Background: an optimization exercise with open tools, aiming at small area. Do not read the settings as production practice. In this exercise RTL edits were held to simulation tests only and were not proved equivalent to the original. Power is estimated from default activity; no workload was simulated.

==> design/flow/design.v <==
module rope_step_scheduler #(
   parameter int CORES          = 4,
   parameter int NODES_PER_CORE = 5,
   parameter int RELAX_PASSES   = 3,
   parameter int TIMEOUT        = 1023
) (
   input  logic                                        clk,
   input  logic                                        reset,
   input  logic                                        frame_start,
   input  logic [9:0]                                  in_mouse_x,
   input  logic [9:0]                                  in_mouse_y,
   input  logic [CORES-1:0]                            core_done,
   input  logic [CORES*NODES_PER_CORE*10-1:0]          nodes_x,
   input  logic [CORES*NODES_PER_CORE*10-1:0]          nodes_y,
   output logic                                        core_step,
   output logic                                        core_phase,
   output logic [31:0]                                 mouse_x,
   output logic [31:0]                                 mouse_y,
   input  logic [$clog2(CORES*NODES_PER_CORE)-1:0]     rd_idx,
   output logic [9:0]                                  rd_x,
   output logic [9:0]                                  rd_y,
   output logic                                        busy,
   output logic                                        frame_ready,
   output logic [7:0]                                  overrun_cnt,
   output logic                                        timeout_err
);
   localparam int N      = CORES * NODES_PER_CORE;
   localparam int IDX_W  = $clog2(N);
   localparam int STEP_W = $clog2(RELAX_PASSES + 1);
   localparam logic [9:0] TMR_SEED = 10'd77;
   localparam logic [9:0] TMR_LAST = 10'd550;
   localparam logic [5*N-1:0] CPY_CODE = {
      5'd23, 5'd11, 5'd5,  5'd18, 5'd25, 5'd28, 5'd14, 5'd7,  5'd3,  5'd1,
      5'd16, 5'd8,  5'd4,  5'd2,  5'd17, 5'd24, 5'd12, 5'd22, 5'd27, 5'd13
   };
   typedef enum logic [2:0] {
      S_IDLE, S_LATCH, S_ISSUE, S_WAIT, S_COPY, S_SWAP
   } state_t;
   state_t                  state_q, state_d;
   logic [STEP_W-1:0]       step_q, step_d;    
   logic [CORES-1:0]        done_seen_q;
   logic [9:0]              timer_q;
   logic [1:0][N-1:0][19:0] ring_q;            
   logic                    front_q;           
   logic [IDX_W-1:0]        ofs_q;             
   logic                    valid_q;           
   logic [IDX_W-1:0]        rd_idx_q;
   logic [19:0]             mouse_q;
   logic                    frame_ready_q;
   logic [7:0]              overrun_cnt_q;
   logic                    timeout_err_q;
   logic all_done, tmr_last, cpy_last, tmr_run;
   assign all_done = &(done_seen_q | core_done);
   assign tmr_last = (timer_q == TMR_LAST);
   assign cpy_last = (timer_q[4:0] == CPY_CODE[5*(N-1) +: 5]);
   assign tmr_run  = (state_q == S_WAIT && !all_done) || state_q == S_COPY;
   always_comb begin
      state_d = state_q;
      step_d  = step_q;
      case (state_q)
         S_IDLE:  if (frame_start) state_d = S_LATCH;
         S_LATCH: begin
            step_d  = '0;
            state_d = S_ISSUE;
         end
         S_ISSUE: state_d = S_WAIT;
         S_WAIT: begin
            if (all_done) begin
               if (step_q == STEP_W'(RELAX_PASSES)) begin
                  state_d = S_COPY;
               end else begin
                  step_d  = step_q + STEP_W'(1);
                  state_d = S_ISSUE;
               end
            end else if (tmr_last) begin
               state_d = S_IDLE;
            end
         end
         S_COPY:  if (cpy_last) state_d = S_SWAP;
         S_SWAP:  state_d = S_IDLE;
         default: state_d = S_IDLE;
      endcase
   end
   logic [N-1:0]         cpy_sel;
   logic [IDX_W:0]       rd_sum;
   logic [IDX_W-1:0]     rd_pos;
   logic                 rd_en;
   logic [2*N-1:0]       rd_sel;
   logic [N-1:0][19:0]   nodes_xy;
   logic [2*N-1:0][19:0] ring_flat;
   logic [19:0]          line_in, rd_val;
   assign rd_sum = rd_idx_q + ofs_q;
   assign rd_pos = (rd_sum >= (IDX_W+1)'(N)) ? IDX_W'(rd_sum - (IDX_W+1)'(N)) : IDX_W'(rd_sum);
   assign rd_en  = valid_q && (int'(rd_idx_q) < N);
   always_comb
      for (int i = 0; i < N; i++) begin
         cpy_sel[i]     = (timer_q[4:0] == CPY_CODE[5*i +: 5]);
         rd_sel[i]      = rd_en && !front_q && (rd_pos == IDX_W'(i));
         rd_sel[N+i]    = rd_en &&  front_q && (rd_pos == IDX_W'(i));
         nodes_xy[i]    = {nodes_y[i*10 +: 10], nodes_x[i*10 +: 10]};
         ring_flat[i]   = ring_q[0][i];
         ring_flat[N+i] = ring_q[1][i];
      end
   rope_sel_or #(.W(20), .K(N))   u_cpy_mux (.d(nodes_xy),  .sel(cpy_sel), .y(line_in));
   rope_sel_or #(.W(20), .K(2*N)) u_rd_mux  (.d(ring_flat), .sel(rd_sel),  .y(rd_val));
   always_ff @(posedge clk or posedge reset) begin
      if (reset) begin
         state_q       <= S_IDLE;
         step_q        <= '0;
         valid_q       <= 1'b0;
         mouse_q       <= '0;
         frame_ready_q <= 1'b0;
         overrun_cnt_q <= '0;
         timeout_err_q <= 1'b0;
      end else begin
         state_q       <= state_d;
         step_q        <= step_d;
         if (frame_ready_q)
            valid_q <= 1'b1;
         if (state_q == S_LATCH)
            mouse_q <= {in_mouse_y, in_mouse_x};
         frame_ready_q <= (state_q == S_SWAP);
         if (frame_start && (state_q != S_IDLE) && (overrun_cnt_q != 8'hFF))
            overrun_cnt_q <= overrun_cnt_q + 8'd1;
         if (state_q == S_WAIT && !all_done && tmr_last)
            timeout_err_q <= 1'b1;
      end
   end
   always_ff @(posedge clk) begin
      done_seen_q <= (state_q == S_ISSUE) ? '0 : (done_seen_q | core_done);
      timer_q     <= tmr_run ? {timer_q[8:0], timer_q[9] ^ timer_q[6]} : TMR_SEED;
      rd_idx_q    <= rd_idx;
      for (int r = 0; r < 2; r++) begin
         for (int j = 0; j < N - 1; j++)
            ring_q[r][j] <= ring_q[r][j+1];
         ring_q[r][N-1] <= (state_q == S_COPY && front_q != r[0]) ? line_in : ring_q[r][0];
      end
      if (frame_ready_q) begin
         front_q <= !front_q;
         ofs_q   <= IDX_W'(N - 2);
      end else begin
         ofs_q   <= (ofs_q == '0) ? IDX_W'(N - 1) : ofs_q - IDX_W'(1);
      end
   end
   assign core_step   = (state_q == S_ISSUE);
   assign core_phase  = (step_q != '0);
   assign mouse_x     = {10'b0, mouse_q[9:0], 12'b0};
   assign mouse_y     = {10'b0, mouse_q[19:10], 12'b0};
   assign rd_x        = rd_val[9:0];
   assign rd_y        = rd_val[19:10];
   assign busy        = (state_q != S_IDLE);
   assign frame_ready = frame_ready_q;
   assign overrun_cnt = overrun_cnt_q;
   assign timeout_err = timeout_err_q;
endmodule
module rope_sel_or #(
   parameter int W = 20,
   parameter int K = 20
) (
   input  logic [K-1:0][W-1:0] d,
   input  logic [K-1:0]        sel,
   output logic [W-1:0]        y
);
   always_comb begin
      y = '0;
      for (int i = 0; i < K; i++)
         y = y | (d[i] & {W{sel[i]}});
   end
endmodule
==> design/flow/flow/run.sh <==
#!/bin/bash
# The standard ORFS layout (standard.sh, unchanged synthesis), with two
# changes: each port gets the smallest buffer, and the clock tree is built
# from small clkbuf_4 cells over smaller sink clusters, without dummy loads.
# make's output goes to make_finish.log; ORFS keeps each step's log under orfs/logs/.
set -euo pipefail
export BUFFER_PORTS_ARGS="-buffer_cell sky130_fd_sc_hd__buf_1"
export CTS_ARGS="-sink_clustering_enable -repair_clock_nets -dont_use_dummy_load -buf_list sky130_fd_sc_hd__clkbuf_4 -sink_clustering_size 10 -sink_clustering_max_diameter 40"
bash standard.sh > make_finish.log 2>&1
==> design/flow/standard.sh <==
#!/bin/bash
# synth_recipe.tcl (not shown) runs the flow's synth.tcl, then flattens the netlist and writes it again
# the make line also repeats each setting of config.mk as NAME=value (left out here)
make -C /OpenROAD-flow-scripts/flow DESIGN_CONFIG=/design/flow/config.mk WORK_HOME=/design/flow/orfs CLKGATE_MAP_FILE= SYNTH_SCRIPT=/design/flow/synth_recipe.tcl "${@:-finish}"
==> design/flow/config.mk <==
export PLATFORM = sky130hd
export DESIGN_NAME = rope_step_scheduler
export DESIGN_NICKNAME = rope_step_scheduler
export VERILOG_FILES = /design/flow/design.v
export SDC_FILE = /design/flow/constraint.sdc
export NUM_CORES = 4
export LEC_CHECK = 0
export CAP_MARGIN = 20
export CORE_MARGIN = 2
export CORE_UTILIZATION = 55
export SLEW_MARGIN = 20
export SYNTH_HIERARCHICAL = 1
==> design/flow/constraint.sdc <==
create_clock -name core_clock -period 7.0 [get_ports {clk}]
set_input_delay 1.4000 -clock core_clock [delete_from_list [all_inputs] [get_ports {clk}]]
set_output_delay 1.4000 -clock core_clock [all_outputs]
set_load 0.01 [all_outputs]
==> notes.md, run 1 <==
- Normalized max-slew margin: 17.2%
- Syn Inst Count: 2089
- Max Slew Vio Count: 0
- Crit path time final: 6.86 ns
- Post-Syn Area: 26600 um^2
- Psw: 2.99 mW
- Final ANT Viol Nets: 0
- First-pass GRT wire length: 151000 um
- DRC Markers: 0
- Synth Register Bits: 861
- Initial antenna violation count: 22
- Outcome: no timing/DRC/antenna violations
- Row Count: 80
- Prevailing post-synth register cell: dfxtp_1
- Type of the worst min-delay path: reg2reg
- Post-synth top area share: 61.9%
- Vias in the first global route: 21600
- Synth cell types: 50
- GR Overflow Total: 0
- Clk buf depth: 3
- Routed length per placed instance: 33.4 um
- Area of the core: 47700 um^2
- Final setup fails: 0
- Final HPWL DP: 72900 um
- Sequential fraction of the synthesis area: 65.4%
- Fin Setup TNS: 0 ns
- Pint: 6.47 mW
- Synthesis Warnings: 9
- Crit Path Class: reg2out
- Clk pwr share: 22.8%
- PD cells: 317 nW/um^2
- Top-level I/O count: 529
- Commonest cells in the netlist: 824 x dfxtp_1, 390 x a22oi_1, 124 x nand4_1
- Buffers & Inverters on Critical Path: 5
- Clock skew: 0.0709 ns
- Maxcap violations: 0
- Final Cycle Share: 98.0%
- CP endpoint kind: output pin
- Die X: 224 um
- Fin. Hold Viols: 0
- CTS Buf Count: 103
- Worst-path maximum fanout: 20
- Clk pin slew, worst setup/hold paths: 0.12 ns
- P&R area growth vs syn: 12.2%
- CP delay by family, top: simple AND/OR/NAND/NOR gates
- Crit path max-delay cell type: nor2_4
- CP Data Required Time: 5.60 ns
- Lkg Pwr: 10.9 nW
- Most common cell in the netlist: dfxtp_1
- Initial Util: 55.8%
- Fraction of registers with async set/reset: 4.18%
- Nets: 3078
- Sw frac: 31.6%
- Area leader, netlist: dfxtp_1
- Max stage delay on crit path: 0.93 ns
- Initial detailed-routing violation count: 2845
- DRT Pass-1 Iters: 6
- Later-pin clock latency in the skew report: 0.89 ns
- Post-Syn Area per Cell: 12.7 um^2
- H-tree depth: 3
- DP Area: 29000 um^2
- CP Launch Type: flop
- Synth top area cells: dfxtp_1 62%, a22oi_1 11%, dfrtp_1 3.4%
- GP Congestion: 0.995
- Share of cells above drive strength 1: 13.2%
- CTS tree: built
- WL final: 109000 um
- Port bufs: 484
- Worst-case vdd ir drop: 0.000368 V
- Cells along the critical path: ha_1, inv_1, fa_1, xnor2_4, inv_1, ha_1, a21boi_0, o211ai_2, buf_4, mux2i_1, buf_4, nor2_4, a22oi_1, nand4_1, nor4_1, nand4_1, buf_2
- Die H: 224 um
- CTS root buf: clkbuf_4
- EDFF count, synth: 1
- Combinational share of power: 22.0%
- GRT Total Usage: 42.8%
- Fmax achieved: 146 MHz
- Design Area, Final: 29900 um^2
- RSZ-0062 raised after global routing: false
- CTS Sinks: 861
- Least-Margin Pin Slew: 1.24 ns
- Die area: 50200 um^2
- Vias: 21900
- DR vias/cell: 6.72
- Largest net degree at the start of global routing: 37
- Critical Path AT: 5.46 ns
- Sequential power share: 55.1%
[worst register-to-register path, cell delays in order (launching register included)]
cell      delay (ns)
dfxtp_1         0.55
or3b_2          0.25
nor2_2          0.04
buf_4           0.25
a22o_1          0.25
a221oi_1        0.82
and3_1          0.67
nand4_1         0.46
mux2_2          0.41
[power by group through the flow]
stage	combinational [mW]	sequential, mW	clock (mW)
global route	2.19	5.24	2.35
CTS	1.93	5.22	2.17
detailed placement	1.86	5.33	0
global placement	1.82	5.32	0
floorplan	1.05	5.33	0
finish	2.08	5.22	2.16
[layout by cell type (no fill, tap or decap), drive strengths merged, types with 4 or more instances in the layout]
master,count
mux2i,5
xnor2,8
diode,13
or3,5
nor3,36
and3,21
inv,15
buf,571
nand3b,4
nand2b,10
mux2,64
nor4,22
nor2b,5
clkbuf,103
a221oi,100
dfrtp,36
nor2,58
dfxtp,824
nand4,124
a22oi,401
a22o,100
ha,11
nand3,8
nand2,21
and2,6
conb,44
a21oi,7
[final timing paths]
path | from | end | slack [ns] | depth (start not counted)
min in group asynchronous | reset | mouse_q[11]$_DFFE_PP0P_ | 0.56 | 3
max in group asynchronous | reset | mouse_q[19]$_DFFE_PP0P_ | 6.04 | 3
worst max register to register | timer_q[2]$_SDFF_PN1_ | ring_q[392]$_DFF_P_ | 3.15 | 8
worst min-delay path | ring_q[564]$_DFF_P_ | ring_q[544]$_DFF_P_ | 0.31 | 0
worst max-delay path | ofs_q[0]$_SDFF_PP0_ | rd_x[3] | 0.14 | 17
worst min register to register | ring_q[564]$_DFF_P_ | ring_q[544]$_DFF_P_ | 0.31 | 0
[kinds of logic after synthesis]
logic type	count (synthesis)	share of synthesized area, %
adder cells (fa/ha/maj)	12	0.592
AND/OR/NAND/NOR	325	6.74
XOR/XNOR	11	0.362
flip-flops	861	65.4
buffers and inverters	189	5.19
AO/OA/AOI/OAI	621	18.8
other	1	0.0141
multiplexers	69	2.91
[final cells by class]
type / count / area, um^2
diodes: 13 / 32.5
clock buffers: 103 / 773
fillers: 3937 / 17900
inverters: 15 / 56.3
multi-input cells: 1082 / 8330
flip-flops and latches: 861 / 17400
well taps: 615 / 769
repair buffers: 571 / 2510
[per-layer routing]
metal | vias up | GRT usage [%] | part of all wire, %
li1 | 9019 | - | -
met1 | 10700 | 52.0 | 38
met2 | 1738 | 62.9 | 42
met3 | 455 | 17.4 | 12
met4 | 18 | 27.5 | 7.7
met5 | - | 1.17 | 0.11
[metrics by stage]
step                      worst slack [ns]  utilization [%]  total power [mW]  hold slack [ns]  std cells
after detailed placement             0.680             60.7              7.18            0.336       3138
final                                0.141             62.6              9.46            0.312       3260
after global routing               0.00656             62.6              9.79            0.315       3250
after CTS                           0.0140             62.4              9.32            0.297       3244
after floorplan                       1.96                -              6.38            0.331       2132
after global placement               0.861             60.7              7.13            0.333       3138
[state kept, by name, indices dropped and copies added, names as in the netlist]
signal         cells
timeout_err_q      1
front_q            1
state_q            3
ring_q           800
rd_idx_q           5
done_seen_q        4
frame_ready_q      1
valid_q            1
mouse_q           20
overrun_cnt_q      8
step_q             2
timer_q           10
ofs_q              5
[what timing repair did]
action                     CTS  global route
hold buffers                 0             0
setup endpoints to repair   17            20
buffers inserted             3             3
gates cloned                 0             0
resized for setup            2            10
pin swaps                    0             3
hold endpoints to repair     0             0
==> run 2, diff against run 1 <==
--- a/design/flow/design.v
+++ b/design/flow/design.v
@@ -45,5 +45,5 @@
    logic [IDX_W-1:0]        ofs_q;             
    logic                    valid_q;           
-   logic [IDX_W-1:0]        rd_idx_q;
+   logic [IDX_W-1:0]        rd_pos_q;          
    logic [19:0]             mouse_q;
    logic                    frame_ready_q;
@@ -83,19 +83,21 @@
    end
    logic [N-1:0]         cpy_sel;
+   logic [IDX_W-1:0]     ofs_d;
    logic [IDX_W:0]       rd_sum;
-   logic [IDX_W-1:0]     rd_pos;
-   logic                 rd_en;
+   logic [IDX_W-1:0]     rd_pos_d;
    logic [2*N-1:0]       rd_sel;
    logic [N-1:0][19:0]   nodes_xy;
    logic [2*N-1:0][19:0] ring_flat;
    logic [19:0]          line_in, rd_val;
-   assign rd_sum = rd_idx_q + ofs_q;
-   assign rd_pos = (rd_sum >= (IDX_W+1)'(N)) ? IDX_W'(rd_sum - (IDX_W+1)'(N)) : IDX_W'(rd_sum);
-   assign rd_en  = valid_q && (int'(rd_idx_q) < N);
+   assign ofs_d    = frame_ready_q ? IDX_W'(N - 2) :
+                     (ofs_q == '0) ? IDX_W'(N - 1) : ofs_q - IDX_W'(1);
+   assign rd_sum   = rd_idx + ofs_d;
+   assign rd_pos_d = (int'(rd_idx) >= N) ? '1 :
+                     (rd_sum >= (IDX_W+1)'(N)) ? IDX_W'(rd_sum - (IDX_W+1)'(N)) : IDX_W'(rd_sum);
    always_comb
       for (int i = 0; i < N; i++) begin
          cpy_sel[i]     = (timer_q[4:0] == CPY_CODE[5*i +: 5]);
-         rd_sel[i]      = rd_en && !front_q && (rd_pos == IDX_W'(i));
-         rd_sel[N+i]    = rd_en &&  front_q && (rd_pos == IDX_W'(i));
+         rd_sel[i]      = valid_q && !front_q && (rd_pos_q == IDX_W'(i));
+         rd_sel[N+i]    = valid_q &&  front_q && (rd_pos_q == IDX_W'(i));
          nodes_xy[i]    = {nodes_y[i*10 +: 10], nodes_x[i*10 +: 10]};
          ring_flat[i]   = ring_q[0][i];
@@ -104,4 +106,16 @@
    rope_sel_or #(.W(20), .K(N))   u_cpy_mux (.d(nodes_xy),  .sel(cpy_sel), .y(line_in));
    rope_sel_or #(.W(20), .K(2*N)) u_rd_mux  (.d(ring_flat), .sel(rd_sel),  .y(rd_val));
+   logic [1:0]       wr_ring, wr_ring_n;
+   logic [1:0][19:0] ring_in;
+   logic [19:0]      mouse_d;
+   logic             latch, latch_n;
+   assign wr_ring[0]   = (state_q == S_COPY) &&  front_q;
+   assign wr_ring[1]   = (state_q == S_COPY) && !front_q;
+   assign wr_ring_n    = ~wr_ring;
+   assign latch        = (state_q == S_LATCH);
+   assign latch_n      = ~latch;
+   rope_ao22 #(.W(20)) u_ring0_in (.a(line_in), .sa(wr_ring[0]), .b(ring_q[0][0]), .sb(wr_ring_n[0]), .y(ring_in[0]));
+   rope_ao22 #(.W(20)) u_ring1_in (.a(line_in), .sa(wr_ring[1]), .b(ring_q[1][0]), .sb(wr_ring_n[1]), .y(ring_in[1]));
+   rope_ao22 #(.W(20)) u_mouse_in (.a({in_mouse_y, in_mouse_x}), .sa(latch), .b(mouse_q), .sb(latch_n), .y(mouse_d));
    always_ff @(posedge clk or posedge reset) begin
       if (reset) begin
@@ -118,6 +132,5 @@
          if (frame_ready_q)
             valid_q <= 1'b1;
-         if (state_q == S_LATCH)
-            mouse_q <= {in_mouse_y, in_mouse_x};
+         mouse_q       <= mouse_d;
          frame_ready_q <= (state_q == S_SWAP);
          if (frame_start && (state_q != S_IDLE) && (overrun_cnt_q != 8'hFF))
@@ -130,16 +143,13 @@
       done_seen_q <= (state_q == S_ISSUE) ? '0 : (done_seen_q | core_done);
       timer_q     <= tmr_run ? {timer_q[8:0], timer_q[9] ^ timer_q[6]} : TMR_SEED;
-      rd_idx_q    <= rd_idx;
+      rd_pos_q    <= rd_pos_d;
+      ofs_q       <= ofs_d;
       for (int r = 0; r < 2; r++) begin
          for (int j = 0; j < N - 1; j++)
             ring_q[r][j] <= ring_q[r][j+1];
-         ring_q[r][N-1] <= (state_q == S_COPY && front_q != r[0]) ? line_in : ring_q[r][0];
-      end
-      if (frame_ready_q) begin
+         ring_q[r][N-1] <= ring_in[r];
+      end
+      if (frame_ready_q)
          front_q <= !front_q;
-         ofs_q   <= IDX_W'(N - 2);
-      end else begin
-         ofs_q   <= (ofs_q == '0) ? IDX_W'(N - 1) : ofs_q - IDX_W'(1);
-      end
    end
    assign core_step   = (state_q == S_ISSUE);
@@ -162,8 +172,54 @@
    output logic [W-1:0]        y
 );
+   localparam int G = (K + 2) / 3;
+   logic [3*G-1:0][W-1:0] dp;
+   logic [3*G-1:0]        sp;
+   logic [G-1:0][W-1:0]   yn;
+   always_comb begin
+      dp = '0;
+      sp = '0;
+      for (int i = 0; i < K; i++) begin
+         dp[i] = d[i];
+         sp[i] = sel[i];
+      end
+   end
+   for (genvar g = 0; g < G; g++) begin : grp
+      rope_aoi3 #(.W(W)) u_aoi (
+         .d0(dp[3*g]), .d1(dp[3*g+1]), .d2(dp[3*g+2]),
+         .s0(sp[3*g]), .s1(sp[3*g+1]), .s2(sp[3*g+2]),
+         .yn(yn[g])
+      );
+   end
+   rope_nand_all #(.W(W), .G(G)) u_nand (.yn(yn), .y(y));
+endmodule
+module rope_aoi3 #(
+   parameter int W = 20
+) (
+   input  logic [W-1:0] d0, d1, d2,
+   input  logic         s0, s1, s2,
+   output logic [W-1:0] yn
+);
+   assign yn = ~((d0 & {W{s0}}) | (d1 & {W{s1}}) | (d2 & {W{s2}}));
+endmodule
+module rope_nand_all #(
+   parameter int W = 20,
+   parameter int G = 7
+) (
+   input  logic [G-1:0][W-1:0] yn,
+   output logic [W-1:0]        y
+);
    always_comb begin
       y = '0;
-      for (int i = 0; i < K; i++)
-         y = y | (d[i] & {W{sel[i]}});
-   end
-endmodule
+      for (int g = 0; g < G; g++)
+         y = y | ~yn[g];
+   end
+endmodule
+module rope_ao22 #(
+   parameter int W = 20
+) (
+   input  logic [W-1:0] a, b,
+   input  logic         sa, sb,
+   output logic [W-1:0] y
+);
+   assign y = (a & {W{sa}}) | (b & {W{sb}});
+endmodule
--- a/design/flow/config.mk
+++ b/design/flow/config.mk
@@ -6,7 +6,7 @@
 export NUM_CORES = 4
 export LEC_CHECK = 0
-export CAP_MARGIN = 20
+export CAP_MARGIN = 0
 export CORE_MARGIN = 2
 export CORE_UTILIZATION = 55
-export SLEW_MARGIN = 20
+export SLEW_MARGIN = 0
 export SYNTH_HIERARCHICAL = 1
==> run 2 against run 1 <==
Against the previous run: first-iteration DRC count is 33% higher; non-clock buffer count decreased by 40; critical path type unchanged; critical endpoint is now rd_x[6]; register-to-register slack improved by 0.51 ns; largest power group unchanged; wire length is 12% lower; largest cell class unchanged.
==> notes.md, run 2 <==
- Largest registers: ring_q: 800 flops, mouse_q: 20 flops, timer_q: 10 flops
- Sequential fraction of the synthesis area: 66.8%
- Synth top area cells: dfxtp_1 63%, a222oi_1 16%, buf_6 4.2%
- Initial detailed-routing violation count: 3793
- Post-synthesis simple-gate area fraction: 6.73%
- Clk pin slew, worst setup/hold paths: 0.10 ns
- GRT Total Usage: 37.8%
- PD cells: 321 nW/um^2
- Final setup fails: 0
- Adder-cell share of the synthesized area: 0.604%
- Largest net degree at the start of global routing: 37
- Normalized max-slew margin: 13.5%
- Synth cell types: 54
- Post-synth top area share: 63.2%
- H-tree depth: 3
- DRC Markers: 0
- Maxcap violations: 0
- GP Congestion: 1.05
- Area of the core: 46700 um^2
- Tot Pwr: 9.24 mW
- Post-CTS setup buffer count: 0
- Initial Util: 55.9%
- EDFF count, synth: 1
- Share of cells above drive strength 1: 8.59%
- Synthesis Warnings: 11
- Post-synthesis mux area share: 0.125%
- Final Cycle Share: 78.9%
- Least-Margin Pin Slew: 1.30 ns
- Max Slew Vio Count: 0
- CTS Sinks: 861
- PostCTS Resize Cnt: 0
- Commonest cells after routing, fill and taps aside: 824 x dfxtp_1, 484 x buf_1, 420 x a222oi_1
- Fraction of registers with async set/reset: 4.18%
- CTS Buf Count: 105
- Initial antenna violation count: 13
- WL final: 95800 um
- Port bufs: 484
- Synth Area in Compound Gates: 18.8%
- Area leader, netlist: dfxtp_1
- Prevailing post-synth register cell: dfxtp_1
- Top-level I/O count: 529
- Post-Syn Area per Cell: 13.6 um^2
- Lkg Pwr: 10.7 nW
- Vias in the first global route: 19500
- WL met3: 12800 um
- CTS tree: built
- Die area: 49200 um^2
- Hold-fix buffer count after cts: 0
- Die X: 222 um
- Vias: 20500
- CP endpoint kind: output pin
- Critical Path AT: 4.13 ns
- Worst-case vdd ir drop: 0.000200 V
- CP Data Required Time: 5.60 ns
- RSZ-0062 raised after global routing: false
- Final HPWL DP: 70700 um
- Layout Utilization: 61.6%
- Post-Syn Area: 26100 um^2
- P&R area growth vs syn: 10.2%
- DR vias/cell: 6.64
- Most common cell in the netlist: dfxtp_1
- Top layer in use: met5
- Syn Inst Count: 1916
- Fmax achieved: 181 MHz
- Wire length on met1: 39200 um
- Xor and xnor fraction of the mapped netlist area: 0.369%
- Routed length per placed instance: 31.0 um
- Final ANT Viol Nets: 0
- Nets: 2915
- Crit Path Class: reg2out
- Max reg flops: 800
- Fin Setup TNS: 0 ns
- GR Overflow Total: 0
- Commonest cells in the netlist: 824 x dfxtp_1, 420 x a222oi_1, 97 x buf_6
- Fin. Hold Viols: 0
- Clk buf depth: 3
- Synth Register Bits: 861
- DRT Pass-1 Iters: 12
- First-pass GRT wire length: 134000 um
- Outcome: no timing/DRC/antenna violations
- Met2 wire length: 39900 um
- Later-pin clock latency in the skew report: 0.91 ns
- Crit path time final: 5.53 ns
- Register with the most flip-flops: ring_q
- Clock skew: 0.0971 ns
- Largest family of logic cells by synthesized area: compound AO/OA/AOI/OAI gates
- Die H: 222 um
- CP Launch Type: flop
- Commonest non-fill, non-tap cell in the layout: dfxtp_1
- Worst-path maximum fanout: 20
- Type of the worst min-delay path: reg2reg
- CTS root buf: clkbuf_4
- Fillcell total: 3837
- Row Count: 79
-- run 2: changes by cell type in the layout (fill, tap and decap cells not counted), sizes merged, moves of 62 or more --
cell | before | now
a222oi | 0 | 420
a22oi | 401 | 0
mux2 | 64 | 2
a221oi | 100 | 0
conb | 44 | 110
-- run 2: cell families (layout without fill, tap and decap cells) --
group	after synthesis	in the layout
xor gates and xnor gates	11	11
adders and majority gates	12	12
AOI/OAI and AO/OA	506	506
buffers and inverters	206	652
DFF	861	861
and+or+nand+nor	314	314
muxes	3	3
other	3	121
-- run 2: worst max-delay path, cell delays in order, from the launching register on --
cell,delay [ns]
dfxtp_1,0.69
nand2_1,0.41
nor2_2,1.06
a222oi_1,0.34
nand4_1,0.29
or4_1,0.28
buf_1,0.20
-- run 2: area by class of cell --
| class | count | area, um^2 | area share [%] |
|---|---|---|---|
| multi-input combinational | 956 | 7530 | 26.2 |
| timing repair buffer | 531 | 2170 | 7.54 |
| clock buffer | 105 | 788 | 2.74 |
| inverter | 16 | 60.1 | 0.209 |
| sequential | 861 | 17400 | 60.6 |
| antenna | 11 | 27.5 | 0.0957 |
| tap | 607 | 759 | 2.64 |
-- run 2: metrics by stage --
| stage | hold slack, ns | instances | area [um^2] | setup WS [ns] |
|---|---|---|---|---|
| floorplan | 0.330 | 2023 | 26500 | 3.48 |
| global placement | 0.332 | 2971 | 27900 | 2.63 |
| detailed placement | 0.335 | 2971 | 27900 | 2.51 |
| CTS | 0.249 | 3076 | 28700 | 1.55 |
| global route | 0.247 | 3085 | 28800 | 1.37 |
| finish | 0.251 | 3087 | 28800 | 1.47 |
-- run 2: per-layer routing --
layer / GRT usage [%] / vias up
met4: 15.3 / 2
met3: 11.5 / 179
li1: - / 8776
met1: 53.0 / 10100
met5: 0 / -
met2: 54.5 / 1466
-- run 2: path summary, 6_finish.rpt --
| path | end | slack [ns] | cells after the start | start |
|---|---|---|---|---|
| min in group asynchronous | overrun_cnt_q[1]$_DFFE_PP0P_ | 0.70 | 2 | reset |
| max in group asynchronous | step_q[1]$_DFFE_PP0P_ | 5.57 | 2 | reset |
| worst min register to register | ring_q[407]$_DFF_P_ | 0.25 | 0 | ring_q[427]$_DFF_P_ |
| worst max register to register | ring_q[393]$_DFF_P_ | 3.66 | 7 | timer_q[1]$_SDFF_PN0_ |
| worst max-delay path | rd_x[6] | 1.47 | 6 | rd_pos_q[0]$_SDFF_PP1_ |
| worst min-delay path | ring_q[407]$_DFF_P_ | 0.25 | 0 | ring_q[427]$_DFF_P_ |
-- run 2: where the power goes --
part | switching, mW | leakage [nW] | internal, mW
registers | 0.207 | 7.11 | 5.13
logic | 1.18 | 3.07 | 0.577
clock network | 1.46 | 0.483 | 0.686
==> run 3, diff against run 2 <==
--- a/design/flow/design.v
+++ b/design/flow/design.v
@@ -83,16 +83,26 @@
    end
    logic [N-1:0]         cpy_sel;
-   logic [IDX_W-1:0]     ofs_d;
-   logic [IDX_W:0]       rd_sum;
-   logic [IDX_W-1:0]     rd_pos_d;
    logic [2*N-1:0]       rd_sel;
    logic [N-1:0][19:0]   nodes_xy;
    logic [2*N-1:0][19:0] ring_flat;
    logic [19:0]          line_in, rd_val;
-   assign ofs_d    = frame_ready_q ? IDX_W'(N - 2) :
-                     (ofs_q == '0) ? IDX_W'(N - 1) : ofs_q - IDX_W'(1);
-   assign rd_sum   = rd_idx + ofs_d;
-   assign rd_pos_d = (int'(rd_idx) >= N) ? '1 :
-                     (rd_sum >= (IDX_W+1)'(N)) ? IDX_W'(rd_sum - (IDX_W+1)'(N)) : IDX_W'(rd_sum);
+   logic [IDX_W-1:0]     ofs_d;
+   logic [2:0]           rd_lo;
+   logic [3:0]           rd_hi;
+   logic [2:0]           rd_hi_m;
+   logic [IDX_W-1:0]     rd_pos_d;
+   always_comb begin
+      if (frame_ready_q) begin
+         ofs_d = IDX_W'(N - 2);
+      end else begin
+         ofs_d[1:0] = ofs_q[1:0] - 2'd1;
+         ofs_d[4:2] = (ofs_q[1:0] != 2'd0) ? ofs_q[4:2] :
+                      (ofs_q[4:2] == 3'd0) ? 3'(N/4 - 1) : ofs_q[4:2] - 3'd1;
+      end
+   end
+   assign rd_lo    = rd_idx[1:0] + ofs_d[1:0];
+   assign rd_hi    = rd_idx[4:2] + ofs_d[4:2] + rd_lo[2];
+   assign rd_hi_m  = (rd_hi >= 4'(N/4)) ? 3'(rd_hi - 4'(N/4)) : rd_hi[2:0];
+   assign rd_pos_d = (int'(rd_idx) >= N) ? '1 : {rd_hi_m, rd_lo[1:0]};
    always_comb
       for (int i = 0; i < N; i++) begin
@@ -172,24 +182,42 @@
    output logic [W-1:0]        y
 );
-   localparam int G = (K + 2) / 3;
-   logic [3*G-1:0][W-1:0] dp;
-   logic [3*G-1:0]        sp;
-   logic [G-1:0][W-1:0]   yn;
-   always_comb begin
-      dp = '0;
-      sp = '0;
-      for (int i = 0; i < K; i++) begin
-         dp[i] = d[i];
-         sp[i] = sel[i];
-      end
-   end
-   for (genvar g = 0; g < G; g++) begin : grp
+   localparam int G3 = K / 3;
+   localparam int R  = K % 3;
+   localparam int G  = G3 + (R > 0 ? 1 : 0);
+   logic [G-1:0][W-1:0] yn;
+   for (genvar g = 0; g < G3; g++) begin : grp
       rope_aoi3 #(.W(W)) u_aoi (
-         .d0(dp[3*g]), .d1(dp[3*g+1]), .d2(dp[3*g+2]),
-         .s0(sp[3*g]), .s1(sp[3*g+1]), .s2(sp[3*g+2]),
+         .d0(d[3*g]), .d1(d[3*g+1]), .d2(d[3*g+2]),
+         .s0(sel[3*g]), .s1(sel[3*g+1]), .s2(sel[3*g+2]),
          .yn(yn[g])
       );
    end
+   if (R == 2) begin : rem2
+      rope_aoi2 #(.W(W)) u_aoi (
+         .d0(d[3*G3]), .d1(d[3*G3+1]), .s0(sel[3*G3]), .s1(sel[3*G3+1]),
+         .yn(yn[G3])
+      );
+   end else if (R == 1) begin : rem1
+      rope_aoi1 #(.W(W)) u_aoi (.d0(d[3*G3]), .s0(sel[3*G3]), .yn(yn[G3]));
+   end
    rope_nand_all #(.W(W), .G(G)) u_nand (.yn(yn), .y(y));
+endmodule
+module rope_aoi2 #(
+   parameter int W = 20
+) (
+   input  logic [W-1:0] d0, d1,
+   input  logic         s0, s1,
+   output logic [W-1:0] yn
+);
+   assign yn = ~((d0 & {W{s0}}) | (d1 & {W{s1}}));
+endmodule
+module rope_aoi1 #(
+   parameter int W = 20
+) (
+   input  logic [W-1:0] d0,
+   input  logic         s0,
+   output logic [W-1:0] yn
+);
+   assign yn = ~(d0 & {W{s0}});
 endmodule
 module rope_aoi3 #(
==> run 3 against run 2 <==
Against the previous run: clock-buffer cell count fell by 8; maximum frequency rose by 4.9%; synthesized cell count fell by 0.89%; first-iteration DRC count rose by 10%; critical path type unchanged; critical endpoint is now rd_y[2]; highest routed layer unchanged.
==> notes.md, run 3 <==
- Top-level I/O count: 529
- Design Area, Final: 28300 um^2
- CP Data Required Time: 5.60 ns
- GRT Total Usage: 38.6%
- Synth top area cells: dfxtp_1 64%, a222oi_1 15%, buf_6 4.1%
- Max Slew Vio Count: 0
- Final HPWL DP: 73500 um
- Commonest cells after routing, fill and taps aside: 824 x dfxtp_1, 484 x buf_1, 380 x a222oi_1
- Worst-case vdd ir drop: 0.000244 V
- Row Count: 79
- GR Overflow Total: 0
- Largest registers: ring_q: 800 flops, mouse_q: 20 flops, timer_q: 10 flops
- Later-pin clock latency in the skew report: 0.82 ns
- Outcome: no timing/DRC/antenna violations
- CP endpoint kind: output pin
- DRT Pass-1 Iters: 10
- Worst-path maximum fanout: 20
- Sequential power share: 58.6%
- Sequential fraction of the synthesis area: 67.2%
- Fraction of registers with async set/reset: 4.18%
- Maxcap violations: 0
- Initial antenna violation count: 17
- Synth cell types: 49
- Normalized max-slew margin: 22.2%
- Clock skew: 0.0759 ns
- Clk pwr share: 23.2%
- PD cells: 316 nW/um^2
- Die H: 221 um
- Least-Margin Pin Slew: 1.17 ns
- Initial Util: 55.7%
- CTS tree: built
- Die area: 48900 um^2
- DR vias/cell: 6.74
- Post-CTS setup buffer count: 0
- Crit path max-delay cell type: nor2_2
- Register area: 17400 um^2
- Sw frac: 30.0%
- Final setup fails: 0
- Largest net degree at the start of global routing: 37
- Multi-input combinational cell area: 7110 um^2
- Final ANT Viol Nets: 0
- EDFF count, synth: 1
- DP Area: 27500 um^2
- Stages on the worst setup path: 7
- RSZ-0062 raised after global routing: false
- WL final: 98100 um
- Synth Register Bits: 861
- Max stage delay on crit path: 0.94 ns
- FF-to-FF path depth: 13
- First-pass GRT wire length: 137000 um
- Post-synth top area share: 63.6%
- Fin Setup TNS: 0 ns
- P&R area growth vs syn: 9.08%
- H-tree depth: 3
- Register with the most flip-flops: ring_q
- CP Launch Point: rd_pos_q[0]$_SDFF_PP1_
- Commonest non-fill, non-tap cell in the layout: dfxtp_1
- CP delay by family, top: simple AND/OR/NAND/NOR gates
- Critical Path AT: 3.87 ns
- Post-Syn Area: 25900 um^2
- CTS Buf Count: 97
- Synthesis Warnings: 9
- DRC Markers: 0
- Cells along the critical path: nand2b_1, or2_2, nor2_2, a222oi_1, nand4_1, or4_1, buf_1
- Reg-to-reg startpoint: frame_ready_q$_DFF_PP0_
- GP Congestion: 0.986
- Worst setup path endpoint: rd_y[2]
- Hold-fix buffer count after cts: 0
- CP Launch Type: flop
- Clk pin slew, worst setup/hold paths: 0.11 ns
- CTS Sinks: 861
- Fin. Hold Viols: 0
- Final Cycle Share: 75.2%
- Crit path time final: 5.27 ns
- CTS root buf: clkbuf_4
- FF-to-FF End: rd_pos_q[2]$_SDFF_PP1_
- Psw: 2.68 mW
- Combinational share of power: 18.3%
- Commonest cells in the netlist: 824 x dfxtp_1, 380 x a222oi_1, 94 x buf_6
- Vias in the first global route: 19100
- Initial detailed-routing violation count: 4181
- Vias: 20200
- Fmax achieved: 190 MHz
- Pint: 6.25 mW
- PostCTS Resize Cnt: 0
- Crit Path Class: reg2out
- Buffers & Inverters on Critical Path: 1
- Type of the worst min-delay path: reg2reg
- Lkg Pwr: 10.4 nW
- Fillcell total: 3723
- Area of the core: 46600 um^2
- Max reg flops: 800
- Prevailing post-synth register cell: dfxtp_1
- Syn Inst Count: 1899
- Post-Syn Area per Cell: 13.7 um^2
- Die X: 221 um
- Hold path startpoint: ring_q[267]$_DFF_P_
- Clk buf depth: 3
- Port bufs: 484
- Routed length per placed instance: 32.7 um
- Nets: 2829
- Share of cells above drive strength 1: 9.19%
- R2r setup slk: 3.23 ns
- Layout Utilization: 60.8%
- Area leader, netlist: dfxtp_1
- Most common cell in the netlist: dfxtp_1
[run 3: power groups by stage]
| stage | Combinational (mW) | Clock (mW) | Sequential, mW |
|---|---|---|---|
| after floorplan | 0.919 | 0 | 5.32 |
| after global placement | 1.55 | 0 | 5.33 |
| after detailed placement | 1.58 | 0 | 5.34 |
| after CTS | 1.58 | 2.09 | 5.23 |
| after global routing | 1.70 | 2.30 | 5.26 |
| final | 1.63 | 2.07 | 5.23 |
[run 3: worst min path at each step]
stage / slack, ns / cells past startpoint / endpoint
3_5_place_dp: 0.34 / 0 / ring_q[747]$_DFF_P_
2_1_floorplan: 0.33 / 0 / ring_q[0]$_DFF_P_
5_1_grt: 0.32 / 0 / ring_q[247]$_DFF_P_
4_1_cts: 0.30 / 0 / ring_q[247]$_DFF_P_
6_report: 0.30 / 0 / ring_q[247]$_DFF_P_
3_3_place_gp: 0.33 / 0 / ring_q[343]$_DFF_P_
[run 3: worst reg2reg max path, stage by stage (launching register included)]
cell      delay, ns
dfrtp_1        0.54
nor2_1         0.20
ha_1           0.17
inv_1          0.05
fa_1           0.38
inv_1          0.08
fa_1           0.19
inv_1          0.06
fa_1           0.55
ha_1           0.22
nand2b_1       0.11
a221o_1        0.36
a221oi_2       0.36
mux2_2         0.38
[run 3: area by class of cell]
cell class / instances / area share, %
tap: 607 / 2.68
inverter: 23 / 0.305
timing repair buffer: 529 / 7.61
antenna: 12 / 0.106
multi-input combinational: 872 / 25.1
clock buffer: 97 / 2.57
sequential: 861 / 61.6
[run 3: layer usage]
layer,share of wire (%),GRT usage (%),vias up
li1,-,-,8504
met1,43,57.3,10000
met2,42,55.2,1524
met3,12,9.95,176
met4,3.1,11.7,4
met5,0.025,0,-
[run 3: logic make-up after synthesis]
logic type      count (synthesis)  synth area share, %
compound gates                478                 18.2
xor+xnor                        9                0.304
fa+ha+maj                      13                0.714
buf+inv                       209                 6.56
flops                         861                 67.2
mux                             6                0.251
other cells                     1               0.0145
simple gates                  322                 6.83
[run 3: stage by stage]
stage	instances	setup WS, ns	power, mW	hold slack [ns]
2_1_floorplan	1942	2.81	6.24	0.330
3_5_place_dp	2892	2.53	6.92	0.336
3_3_place_gp	2892	2.60	6.87	0.332
5_1_grt	2997	1.54	9.25	0.320
4_1_cts	2989	1.82	8.90	0.295
6_report	3001	1.73	8.94	0.298
==> run 4, diff against run 3 <==
--- a/design/flow/design.v
+++ b/design/flow/design.v
@@ -108,10 +108,19 @@
       for (int i = 0; i < N; i++) begin
          cpy_sel[i]     = (timer_q[4:0] == CPY_CODE[5*i +: 5]);
-         rd_sel[i]      = valid_q && !front_q && (rd_pos_q == IDX_W'(i));
-         rd_sel[N+i]    = valid_q &&  front_q && (rd_pos_q == IDX_W'(i));
          nodes_xy[i]    = {nodes_y[i*10 +: 10], nodes_x[i*10 +: 10]};
          ring_flat[i]   = ring_q[0][i];
          ring_flat[N+i] = ring_q[1][i];
       end
+   logic [1:0][N/4-1:0] rd_hr_n;
+   logic [3:0]          rd_lo_n;
+   always_comb begin
+      for (int h = 0; h < N/4; h++) begin
+         rd_hr_n[0][h] = !(valid_q && !front_q && rd_pos_q[4:2] == 3'(h));
+         rd_hr_n[1][h] = !(valid_q &&  front_q && rd_pos_q[4:2] == 3'(h));
+      end
+      for (int l = 0; l < 4; l++)
+         rd_lo_n[l] = !(rd_pos_q[1:0] == 2'(l));
+   end
+   rope_sel_grid #(.H(2*N/4), .L(4)) u_rd_grid (.hr_n(rd_hr_n), .lo_n(rd_lo_n), .sel(rd_sel));
    rope_sel_or #(.W(20), .K(N))   u_cpy_mux (.d(nodes_xy),  .sel(cpy_sel), .y(line_in));
    rope_sel_or #(.W(20), .K(2*N)) u_rd_mux  (.d(ring_flat), .sel(rd_sel),  .y(rd_val));
@@ -133,4 +142,5 @@
          step_q        <= '0;
          valid_q       <= 1'b0;
+         front_q       <= 1'b0;
          mouse_q       <= '0;
          frame_ready_q <= 1'b0;
@@ -140,6 +150,8 @@
          state_q       <= state_d;
          step_q        <= step_d;
-         if (frame_ready_q)
+         if (frame_ready_q) begin
             valid_q <= 1'b1;
+            front_q <= !front_q;
+         end
          mouse_q       <= mouse_d;
          frame_ready_q <= (state_q == S_SWAP);
@@ -160,6 +172,4 @@
          ring_q[r][N-1] <= ring_in[r];
       end
-      if (frame_ready_q)
-         front_q <= !front_q;
    end
    assign core_step   = (state_q == S_ISSUE);
@@ -252,2 +262,15 @@
    assign y = (a & {W{sa}}) | (b & {W{sb}});
 endmodule
+module rope_sel_grid #(
+   parameter int H = 10,
+   parameter int L = 4
+) (
+   input  logic [H-1:0]   hr_n,
+   input  logic [L-1:0]   lo_n,
+   output logic [H*L-1:0] sel
+);
+   always_comb
+      for (int h = 0; h < H; h++)
+         for (int l = 0; l < L; l++)
+            sel[L*h + l] = !(hr_n[h] || lo_n[l]);
+endmodule
--- a/design/flow/config.mk
+++ b/design/flow/config.mk
@@ -9,4 +9,5 @@
 export CORE_MARGIN = 2
 export CORE_UTILIZATION = 55
+export PLACE_DENSITY = 0.85
 export SLEW_MARGIN = 0
 export SYNTH_HIERARCHICAL = 1
==> run 4 against run 3 <==
Against the previous run: critical path depth decreased by 1; clock skew grew 0.038 ns; cell area down 0.61%; hold slack got worse by 0.027 ns; maximum frequency fell by 2.6%; cell count is 0.70% lower; area after synthesis about the same; sequential power increased by 2%; highest routed layer unchanged.
==> notes.md, run 4 <==
- Outcome: no timing/DRC/antenna violations
- Post-Syn Area: 26000 um^2
- Final ANT Viol Nets: 0
- Vias in the first global route: 19300
- Hold-fix buffer count after cts: 0
- WL final: 90700 um
- Initial detailed-routing violation count: 4017
- DRC Markers: 0
- Fin. Hold Viols: 0
- Commonest cells in the netlist: 824 x dfxtp_1, 380 x a222oi_1, 98 x buf_6
- PostCTS Resize Cnt: 0
- Type of the worst min-delay path: reg2reg
- Commonest non-fill, non-tap cell in the layout: dfxtp_1
- Crit Path Class: reg2out
- GR Overflow Total: 0
- Routed length per placed instance: 30.4 um
- Final HPWL DP: 66200 um
- CTS Buf Count: 101
- CP endpoint kind: output pin
- Die area: 48900 um^2
- Synthesis Warnings: 10
- Nets: 2796
- Max reg flops: 800
- Die H: 221 um
- Max Slew Vio Count: 0
- Commonest cells after routing, fill and taps aside: 824 x dfxtp_1, 484 x buf_1, 380 x a222oi_1
- Pint: 6.30 mW
- Area leader, netlist: dfxtp_1
- DRT Pass-1 Iters: 9
- DR vias/cell: 6.75
- Sw frac: 30.0%
- Maxcap violations: 0
- Final Cycle Share: 77.2%
- Clk pwr share: 23.6%
- RSZ-0062 raised after global routing: false
- Initial antenna violation count: 28
- Most common cell in the netlist: dfxtp_1
- Post-CTS setup buffer count: 0
- CTS root buf: clkbuf_4
- First-pass GRT wire length: 129000 um
- Sequential power share: 59.0%
- Fraction of registers with async set/reset: 4.30%
- PD cells: 320 nW/um^2
- Combinational share of power: 17.4%
- Later-pin clock latency in the skew report: 0.89 ns
- CP Data Required Time: 5.60 ns
- Top-level I/O count: 529
- Synth Register Bits: 861
- Initial Util: 55.7%
- GRT Total Usage: 35.5%
- Syn Inst Count: 1895
- Worst-path maximum fanout: 20
- Post-synth top area share: 63.6%
- Synth cell types: 50
- Area of the core: 46600 um^2
- Prevailing post-synth register cell: dfxtp_1
- Port bufs: 484
- Post-Syn Area per Cell: 13.7 um^2
- Clk pin slew, worst setup/hold paths: 0.10 ns
- Fin Setup TNS: 0 ns
- GP Congestion: 1.05
- Sequential fraction of the synthesis area: 67.1%
- Final setup fails: 0
- Largest net degree at the start of global routing: 38
- Fmax achieved: 185 MHz
- Register area: 17400 um^2
- Fillcell total: 3635
- Layout Utilization: 60.4%
- P&R area growth vs syn: 8.37%
- CP Launch Type: flop
- Normalized max-slew margin: 16.8%
- Clock skew: 0.114 ns
- Crit path time final: 5.41 ns
- Worst-case vdd ir drop: 0.000243 V
- Vias: 20100
- Critical Path AT: 4.01 ns
- Psw: 2.70 mW
- CTS Sinks: 861
- Synth top area cells: dfxtp_1 64%, a222oi_1 15%, buf_6 4.3%
- Clk buf depth: 3
- Register with the most flip-flops: ring_q
- Largest registers: ring_q: 800 flops, mouse_q: 20 flops, timer_q: 10 flops
- Tot Pwr: 9.00 mW
- EDFF count, synth: 0
- CTS tree: built
- H-tree depth: 3
- Row Count: 79
- Multi-input combinational cell area: 7130 um^2
- Die X: 221 um
- Share of cells above drive strength 1: 8.77%
- Lkg Pwr: 10.3 nW
- Least-Margin Pin Slew: 1.25 ns
==> run 4: logic make-up (layout without fill, tap and decap cells) <==
family | count (synthesis) | count (layout) | share of synthesized area [%]
compound gates | 475 | 475 | 18.1
xor+xnor | 10 | 10 | 0.337
fa+ha+maj | 13 | 13 | 0.714
buf+inv | 209 | 620 | 6.68
flops | 861 | 861 | 67.1
mux | 5 | 5 | 0.207
other cells | 1 | 68 | 0.0144
simple gates | 321 | 321 | 6.80
==> run 4: critical path, cell delays in order (launching register included) <==
cell	delay, ns
dfxtp_1	0.37
nand2b_1	0.59
nor2_2	0.41
a222oi_1	0.85
nand4_1	0.15
or4_1	0.55
buf_1	0.16
==> run 4: final timing paths <==
check | start | to | slack [ns] | cells after the start
worst max-delay path | rd_pos_q[0]$_SDFF_PP1_ | rd_y[8] | 1.59 | 6
worst min-delay path | ring_q[341]$_DFF_P_ | ring_q[321]$_DFF_P_ | 0.27 | 0
min in group asynchronous | reset | valid_q$_DFFE_PP0P_ | 0.79 | 2
worst max register to register | frame_ready_q$_DFF_PP0_ | rd_pos_q[2]$_SDFF_PP1_ | 3.20 | 13
worst min register to register | ring_q[341]$_DFF_P_ | ring_q[321]$_DFF_P_ | 0.27 | 0
max in group asynchronous | reset | mouse_q[13]$_DFF_PP0_ | 5.49 | 2
==> run 4: per-layer routing <==
layer	global-route usage (%)	routed length (um)	vias up
li1	-	-	8476
met2	52.8	39800	1466
met4	14.2	3400	2
met1	50.1	37000	9996
met5	0	9	-
met3	8.50	10400	164
==> run 4: final cells by class <==
| cell class | instances | area share (%) |
|---|---|---|
| flip-flops and latches | 861 | 61.9 |
| well taps | 607 | 2.70 |
| diodes | 24 | 0.214 |
| repair buffers | 498 | 6.83 |
| clock buffers | 101 | 2.70 |
| multi-input cells | 868 | 25.3 |
| inverters | 21 | 0.280 |
==> run 4: per-stage QoR <==
stage                     hold WS, ns  instance area (um^2)  cells  setup slack [ns]
after global placement          0.332                 27300   2855              2.64
after floorplan                 0.330                 26100   1938              2.83
after detailed placement        0.336                 27300   2855              2.52
after global routing            0.287                 28100   2977              1.46
after CTS                       0.291                 28100   2956              1.73
final                           0.271                 28100   2980              1.59
==> run 4: power groups by stage <==
stage | registers [mW] | clock network, mW | logic (mW)
finish | 5.31 | 2.12 | 1.57
global route | 5.34 | 2.33 | 1.65
CTS | 5.30 | 2.13 | 1.53
detailed placement | 5.41 | 0 | 1.53
global placement | 5.39 | 0 | 1.48
floorplan | 5.37 | 0 | 0.958
==> run 5, diff against run 4 <==
==> design/flow/flow/run.sh (replaced) <==
#!/bin/bash
# The standard ORFS layout (standard.sh, unchanged synthesis), with two
# changes: each port gets the smallest buffer, and the clock tree is built
# from clkbuf_8 cells over sink clusters of at most 20 sinks, without dummy loads.
# make's output goes to make_finish.log; ORFS keeps each step's log under orfs/logs/.
set -euo pipefail
export BUFFER_PORTS_ARGS="-buffer_cell sky130_fd_sc_hd__buf_1"
export CTS_ARGS="-sink_clustering_enable -repair_clock_nets -dont_use_dummy_load -buf_list sky130_fd_sc_hd__clkbuf_8 -sink_clustering_size 20 -sink_clustering_max_diameter 45"
bash standard.sh > make_finish.log 2>&1
--- a/design/flow/config.mk
+++ b/design/flow/config.mk
@@ -9,5 +9,4 @@
 export CORE_MARGIN = 2
 export CORE_UTILIZATION = 55
-export PLACE_DENSITY = 0.85
 export SLEW_MARGIN = 0
 export SYNTH_HIERARCHICAL = 1
==> run 5 against run 4 <==
Against the previous run: cell count decreased by 0.30%; die area stayed put; critical path depth is 1 higher; clock skew fell by 0.047 ns; area after synthesis is the same; synthesized cell count is the same; clock power increased by 8%; combinational power grew 3%; non-clock buffer count increased by 43.
==> notes.md, run 5 <==
- Clk buf depth: 3
- Type of the worst min-delay path: reg2reg
- Hold-fix buffer count after cts: 0
- Worst-case vdd ir drop: 0.000248 V
- Nets: 2804
- Post-synth top area share: 63.6%
- Commonest cells in the netlist: 824 x dfxtp_1, 380 x a222oi_1, 98 x buf_6
- Clock skew: 0.0667 ns
- Critical Path AT: 3.63 ns
- P&R area growth vs syn: 9.68%
- CTS Buf Count: 66
- Sequential fraction of the synthesis area: 67.1%
- Share of cells above drive strength 1: 7.51%
- Maxcap violations: 0
- DRC Markers: 0
- Max stage delay on crit path: 0.96 ns
- CTS root buf: clkbuf_8
- Vias in the first global route: 18500
- Most common cell in the netlist: dfxtp_1
- Later-pin clock latency in the skew report: 0.66 ns
- Initial detailed-routing violation count: 3470
- Top-level I/O count: 529
- CP Data Required Time: 5.60 ns
- Max Slew Vio Count: 0
- Area of the core: 46600 um^2
- Synthesis Warnings: 10
- DR vias/cell: 6.53
- Fin Setup TNS: 0 ns
- Xor and xnor fraction of the mapped netlist area: 0.337%
- GRT Total Usage: 34.2%
- Largest net degree at the start of global routing: 38
- Clk pin slew, worst setup/hold paths: 0.12 ns
- R2r setup slk: 3.25 ns
- Least-Margin Pin Slew: 1.29 ns
- Crit path max-delay cell type: nor2_2
- Max reg flops: 800
- Worst hold stages: 0
- Die X: 221 um
- Port bufs: 484
- Wire length on met1: 36600 um
- PostCTS Resize Cnt: 0
- CP endpoint kind: output pin
- Post-synthesis mux area share: 0.207%
- Commonest cells after routing, fill and taps aside: 824 x dfxtp_1, 484 x buf_1, 380 x a222oi_1
- Fmax achieved: 199 MHz
- Cells along the critical path: nor2b_1, nand3b_1, nor2_2, a222oi_1, nand4_1, or4_1, buf_1
- First-pass GRT wire length: 124000 um
- Largest registers: ring_q: 800 flops, mouse_q: 20 flops, timer_q: 10 flops
- DRT Pass-1 Iters: 13
- Post-synthesis simple-gate area fraction: 6.80%
- Vias: 19400
- Final ANT Viol Nets: 0
- CP Launch Type: flop
- Synth cell types: 50
- Crit path time final: 5.03 ns
- Top layer in use: met4
- Outcome: no timing/DRC/antenna violations
- GR Overflow Total: 0
- Routed length per placed instance: 29.5 um
- Final HPWL DP: 65800 um
- Register with the most flip-flops: ring_q
- Reg-to-reg startpoint: frame_ready_q$_DFF_PP0_
- Die area: 48900 um^2
- Lkg Pwr: 10.5 nW
- FF-to-FF path depth: 13
- Die H: 221 um
- Adder-cell share of the synthesized area: 0.713%
- Post-CTS setup buffer count: 0
- Commonest non-fill, non-tap cell in the layout: dfxtp_1
- Synth Area in Compound Gates: 18.1%
- WL met3: 9020 um
- Hold path startpoint: ring_q[31]$_DFF_P_
- Row Count: 79
- Syn Inst Count: 1895
- Synth Register Bits: 861
- Final setup fails: 0
- Prevailing post-synth register cell: dfxtp_1
- Worst-path maximum fanout: 20
- PD cells: 324 nW/um^2
- WL final: 87700 um
- CTS Sinks: 861
- Area leader, netlist: dfxtp_1
- Fin. Hold Viols: 0
- Post-Syn Area: 26000 um^2
- Met2 wire length: 37300 um
- CTS tree: built
- EDFF count, synth: 0
- Fraction of registers with async set/reset: 4.30%
- GP Congestion: 0.997
- RSZ-0062 raised after global routing: false
- H-tree depth: 3
- Normalized max-slew margin: 13.8%
- CP delay by family, top: simple AND/OR/NAND/NOR gates
- Initial Util: 55.7%
- Largest family of logic cells by synthesized area: compound AO/OA/AOI/OAI gates
- Worst Hold Path EP: ring_q[11]$_DFF_P_
- Smallest hold slack: 0.296 ns
- Post-Syn Area per Cell: 13.7 um^2
- Crit Path Class: reg2out
- Final Cycle Share: 71.9%
- Synth top area cells: dfxtp_1 64%, a222oi_1 15%, buf_6 4.3%
- FF-to-FF End: rd_pos_q[2]$_SDFF_PP1_
- Buffers & Inverters on Critical Path: 1
- Initial antenna violation count: 12
==> run 5: cell counts after synthesis <==
No cell type changed its count.
==> run 5: metal layers <==
layer / vias to the layer above / track usage [%]
li1: 8435 / -
met1: 9594 / 47.3
met2: 1179 / 49.2
met3: 179 / 8.84
met4: 0 / 18.3
met5: - / 0
==> run 5: kinds of logic after synthesis <==
group / count (synthesis)
compound gates: 475
fa+ha+maj: 13
mux: 5
xor+xnor: 10
other cells: 1
simple gates: 321
flops: 861
buf+inv: 209
==> run 5: metrics by stage <==
| step | util [%] | power [mW] | cells | cell area [um^2] | worst slack (ns) |
|---|---|---|---|---|---|
| after detailed placement | 59.2 | 6.96 | 2898 | 27500 | 2.50 |
| after global routing | 61.1 | 9.51 | 2971 | 28500 | 1.82 |
| after global placement | 59.2 | 6.92 | 2898 | 27500 | 2.53 |
| after floorplan | - | 6.33 | 1938 | 26100 | 2.83 |
| after CTS | 61.1 | 9.19 | 2964 | 28400 | 2.08 |
| final | 61.1 | 9.21 | 2971 | 28500 | 1.97 |
==> run 5: cell type report <==
cell class / count / area (um^2)
Fill cell: 3880 / 18100
Sequential cell: 861 / 17400
Multi-Input combinational cell: 868 / 7040
Timing Repair Buffer: 541 / 2240
Clock buffer: 66 / 908
Tap cell: 607 / 759
Inverter: 21 / 78.8
Antenna cell: 7 / 17.5
==> run 5: report_power, final <==
group	switching, mW	leakage [nW]	total, mW	internal (mW)
logic	1.08	2.93	1.61	0.529
clock network	1.45	0.475	2.30	0.850
registers	0.185	7.12	5.31	5.12
==> run 5: how the worst max path moves through the flow <==
stage,end,depth (start not counted),slack [ns],start
6_report,rd_x[8],7,1.97,front_q$_DFFE_PP0P_
5_1_grt,rd_y[7],7,1.82,front_q$_DFFE_PP0P_
4_1_cts,rd_y[7],7,2.08,front_q$_DFFE_PP0P_
3_5_place_dp,rd_pos_q[2]$_SDFF_PP1_,13,2.50,rd_idx[0]
3_3_place_gp,rd_pos_q[3]$_SDFF_PP1_,13,2.53,rd_idx[0]
2_1_floorplan,rd_pos_q[2]$_SDFF_PP1_,12,2.83,rd_idx[0]
==> run 6, diff against run 5 <==
--- a/design/flow/design.v
+++ b/design/flow/design.v
@@ -35,5 +35,6 @@
    };
    typedef enum logic [2:0] {
-      S_IDLE, S_LATCH, S_ISSUE, S_WAIT, S_COPY, S_SWAP
+      S_IDLE = 3'd0, S_POST = 3'd1, S_LATCH = 3'd2, S_ISSUE = 3'd3,
+      S_WAIT = 3'd4, S_COPY = 3'd5, S_SWAP = 3'd6
    } state_t;
    state_t                  state_q, state_d;
@@ -47,8 +48,10 @@
    logic [IDX_W-1:0]        rd_pos_q;          
    logic [19:0]             mouse_q;
-   logic                    frame_ready_q;
+   logic                    frame_ready_q, idle;
    logic [7:0]              overrun_cnt_q;
    logic                    timeout_err_q;
    logic all_done, tmr_last, cpy_last, tmr_run;
+   assign idle          = (state_q == S_IDLE) || (state_q == S_POST);
+   assign frame_ready_q = (state_q == S_POST);
    assign all_done = &(done_seen_q | core_done);
    assign tmr_last = (timer_q == TMR_LAST);
@@ -59,5 +62,5 @@
       step_d  = step_q;
       case (state_q)
-         S_IDLE:  if (frame_start) state_d = S_LATCH;
+         S_IDLE, S_POST: state_d = frame_start ? S_LATCH : S_IDLE;
          S_LATCH: begin
             step_d  = '0;
@@ -78,5 +81,5 @@
          end
          S_COPY:  if (cpy_last) state_d = S_SWAP;
-         S_SWAP:  state_d = S_IDLE;
+         S_SWAP:  state_d = S_POST;
          default: state_d = S_IDLE;
       endcase
@@ -144,5 +147,4 @@
          front_q       <= 1'b0;
          mouse_q       <= '0;
-         frame_ready_q <= 1'b0;
          overrun_cnt_q <= '0;
          timeout_err_q <= 1'b0;
@@ -155,6 +157,5 @@
          end
          mouse_q       <= mouse_d;
-         frame_ready_q <= (state_q == S_SWAP);
-         if (frame_start && (state_q != S_IDLE) && (overrun_cnt_q != 8'hFF))
+         if (frame_start && !idle && (overrun_cnt_q != 8'hFF))
             overrun_cnt_q <= overrun_cnt_q + 8'd1;
          if (state_q == S_WAIT && !all_done && tmr_last)
@@ -179,5 +180,5 @@
    assign rd_x        = rd_val[9:0];
    assign rd_y        = rd_val[19:10];
-   assign busy        = (state_q != S_IDLE);
+   assign busy        = !idle;
    assign frame_ready = frame_ready_q;
    assign overrun_cnt = overrun_cnt_q;
==> design/flow/flow/run.sh (replaced) <==
#!/bin/bash
# The standard ORFS layout (standard.sh, unchanged synthesis), with two
# changes: each port gets the smallest buffer, and the clock tree is built
# from small clkbuf_4 cells over smaller sink clusters, without dummy loads.
# make's output goes to make_finish.log; ORFS keeps each step's log under orfs/logs/.
set -euo pipefail
export BUFFER_PORTS_ARGS="-buffer_cell sky130_fd_sc_hd__buf_1"
export CTS_ARGS="-sink_clustering_enable -repair_clock_nets -dont_use_dummy_load -buf_list sky130_fd_sc_hd__clkbuf_4 -sink_clustering_size 10 -sink_clustering_max_diameter 40"
bash standard.sh > make_finish.log 2>&1
--- a/design/flow/config.mk
+++ b/design/flow/config.mk
@@ -9,4 +9,5 @@
 export CORE_MARGIN = 2
 export CORE_UTILIZATION = 55
+export PLACE_DENSITY = 0.85
 export SLEW_MARGIN = 0
 export SYNTH_HIERARCHICAL = 1
==> run 6 against run 5 <==
Against the previous run: non-clock buffer count decreased by 24; largest power group unchanged; still clean on timing, DRC and antenna; maximum frequency decreased by 3.6%; largest cell class unchanged; sequential cell count decreased by 1; sequential share of layout area increased by 0.61 points; die area decreased by 0.17%; global-route usage increased by 0.90 points; register-to-register slack got worse by 0.52 ns; total power increased by 1.9%; clock-buffer cell count increased by 32.
==> notes.md, run 6 <==
- DRC Markers: 0
- Crit path max-delay cell type: a222oi_1
- Synth Register Bits: 860
- Initial detailed-routing violation count: 3304
- Most common cell in the netlist: dfxtp_1
- Hold path startpoint: ring_q[91]$_DFF_P_
- Row Count: 79
- Clk pin slew, worst setup/hold paths: 0.10 ns
- Share of cells above drive strength 1: 9.09%
- H-tree depth: 3
- Commonest non-fill, non-tap cell in the layout: dfxtp_1
- Maxcap violations: 0
- Top-level I/O count: 529
- Nets: 2812
- Prevailing post-synth register cell: dfxtp_1
- Largest net degree at the start of global routing: 37
- Die H: 221 um
- Post-Syn Area per Cell: 13.7 um^2
- CTS Buf Count: 98
- Final setup fails: 0
- Synth cell types: 48
- Max stage delay on crit path: 0.78 ns
- Cells along the critical path: nand2b_1, nor2_2, a222oi_1, nand4_1, or4_1, buf_1
- Post-CTS setup buffer count: 0
- Syn Inst Count: 1892
- Commonest cells in the netlist: 824 x dfxtp_1, 380 x a222oi_1, 98 x buf_6
- DP Area: 27400 um^2
- Grt met1 use: 48.9%
- Outcome: no timing/DRC/antenna violations
- Port bufs: 484
- WL final: 89600 um
- Register with the most flip-flops: ring_q
- CTS root buf: clkbuf_4
- Hold-fix buffer count after cts: 0
- P&R area growth vs syn: 8.63%
- Die area: 48900 um^2
- Register area: 17400 um^2
- Initial Util: 55.7%
- DRT Pass-1 Iters: 14
- GRT met2 Usage: 54.1%
- GRT Total Usage: 35.1%
- Final HPWL DP: 67000 um
- Clk buf depth: 3
- Die X: 221 um
- GR Overflow Total: 0
- Lkg Pwr: 10.3 nW
- Max reg flops: 800
- DR vias/cell: 6.63
- Design Area, Final: 28100 um^2
- CP Launch Point: rd_pos_q[0]$_SDFF_PP1_
- GRT busiest layer: met2
- Sequential fraction of the synthesis area: 67.1%
- Post-Syn Area: 25900 um^2
- Smallest hold slack: 0.296 ns
- Fin. Hold Viols: 0
- Fraction of registers with async set/reset: 4.19%
- Synth top area cells: dfxtp_1 64%, a222oi_1 15%, buf_6 4.3%
- First-pass GRT wire length: 128000 um
- CP endpoint kind: output pin
- Vias in the first global route: 19400
- Final WS setup: 1.78 ns
- Crit path time final: 5.22 ns
- Normalized max-slew margin: 17.2%
- Dpl ws: 2.51 ns
- Fin Setup TNS: 0 ns
- Max Slew Vio Count: 0
- CP Data Required Time: 5.60 ns
- Reg-to-reg startpoint: state_q[0]$_DFFE_PP0P_
- GP Congestion: 1.04
- Routed length per placed instance: 30.0 um
- Clock skew: 0.0916 ns
- EDFF count, synth: 0
- Fmax achieved: 192 MHz
- Area leader, netlist: dfxtp_1
- RSZ-0062 raised after global routing: false
- Final Cycle Share: 74.5%
- Final ANT Viol Nets: 0
- Least-Margin Pin Slew: 1.24 ns
- PostCTS Resize Cnt: 0
- Met3 Resource Use GR: 7.94%
- CTS tree: built
- Vias: 19800
- Fillcell total: 3650
- Critical Path AT: 3.82 ns
- Synthesis Warnings: 10
- CTS Sinks: 860
- Largest registers: ring_q: 800 flops, mouse_q: 20 flops, timer_q: 10 flops
- Initial antenna violation count: 16
- Worst-path maximum fanout: 20
- Later-pin clock latency in the skew report: 0.85 ns
- Commonest cells after routing, fill and taps aside: 824 x dfxtp_1, 484 x buf_1, 380 x a222oi_1
- Area of the core: 46600 um^2
- Tot Pwr: 9.38 mW
- Multi-input combinational cell area: 7090 um^2
- Worst-case vdd ir drop: 0.000277 V
- Type of the worst min-delay path: reg2reg
- Crit Path Class: reg2out
- CP Launch Type: flop
- PD cells: 333 nW/um^2
- Post-synth top area share: 63.7%
## run 6: worst paths after layout
path                            slack (ns)                           end  cells past startpoint
worst max-delay path                  1.78                       rd_y[8]                      6
worst min-delay path                  0.30            ring_q[71]$_DFF_P_                      0
worst max register to register        2.73        rd_pos_q[3]$_SDFF_PP1_                     14
worst min register to register        0.30            ring_q[71]$_DFF_P_                      0
max in group asynchronous             5.97           valid_q$_DFFE_PP0P_                      3
min in group asynchronous             0.66  overrun_cnt_q[2]$_DFFE_PP0P_                      3
## run 6: kinds of logic (layout without fill, tap and decap cells)
group / after synthesis / after routing / synth area share [%]
buffers and inverters: 204 / 634 / 6.62
DFF: 860 / 860 / 67.1
and+or+nand+nor: 319 / 319 / 6.73
other: 1 / 54 / 0.0145
AOI/OAI and AO/OA: 481 / 481 / 18.3
muxes: 4 / 4 / 0.174
xor gates and xnor gates: 10 / 10 / 0.338
adders and majority gates: 13 / 13 / 0.715
## run 6: per-stage QoR
| stage | cells | util, % |
|---|---|---|
| final | 2982 | 60.5 |
| after global routing | 2978 | 60.4 |
| after CTS | 2972 | 60.4 |
| after detailed placement | 2874 | 58.8 |
| after global placement | 2874 | 58.8 |
| after floorplan | 1935 | - |
## run 6: critical path: cells and delay by family, from the launching register on
kind,cells,cell delay [ns]
compound gates,1,0.78
buf+inv,1,0.17
simple gates,4,1.68
flops,1,0.36
## run 6: metal layers
metal,wire length (um),vias up
met5,10,-
met4,2920,2
met3,9550,179
met2,40400,1407
met1,36700,9727
li1,-,8466
## run 6: area by class of cell
type	instances	share of cell area (%)
inverters	19	0.253
diodes	10	0.0889
well taps	607	2.70
repair buffers	517	7.33
clock buffers	98	2.61
multi-input cells	871	25.2
flip-flops and latches	860	61.8
## run 6: power by group
group | total (mW) | switching (mW) | internal, mW
Sequential | 5.94 | 0.413 | 5.53
Clock | 2.07 | 1.43 | 0.643
Combinational | 1.37 | 0.902 | 0.464
Total | 9.38 | 2.74 | 6.64

-- port drivers added, routing unchanged --
Ports are ideal in the flow. The routed layouts listed here were re-timed in OpenROAD.
Step 1 sets driving cells, clkbuf_16 on the clock port and buf_2 on the other inputs (assumed; they add their load-dependent delay and slew).
Step 2, shift: input delay + t, output delay - t, t = (earliest + latest rising clock arrival at the registers) / 2. This alone moves slack from input paths to output paths.
Three values: ideal, step 1, step 2; two values: the first two.
run | t, ns | setup WS [ns] | worst setup path at the end
run 1 | 0.913 | 0.141 / 0.087 / 1.000 | register to output
run 2 | 0.910 | 1.475 / 1.420 / 2.330 | register to output
run 3 | 0.845 | 1.733 / 1.675 / 2.506 | input to register
run 4 | 0.878 | 1.594 / 1.537 / 2.415 | register to output
run 5 | 0.691 | 1.969 / 1.907 / 2.383 | input to register
run 6 | 0.851 | 1.784 / 1.721 / 2.435 | input to register
After both steps setup and hold are still met in every run listed.
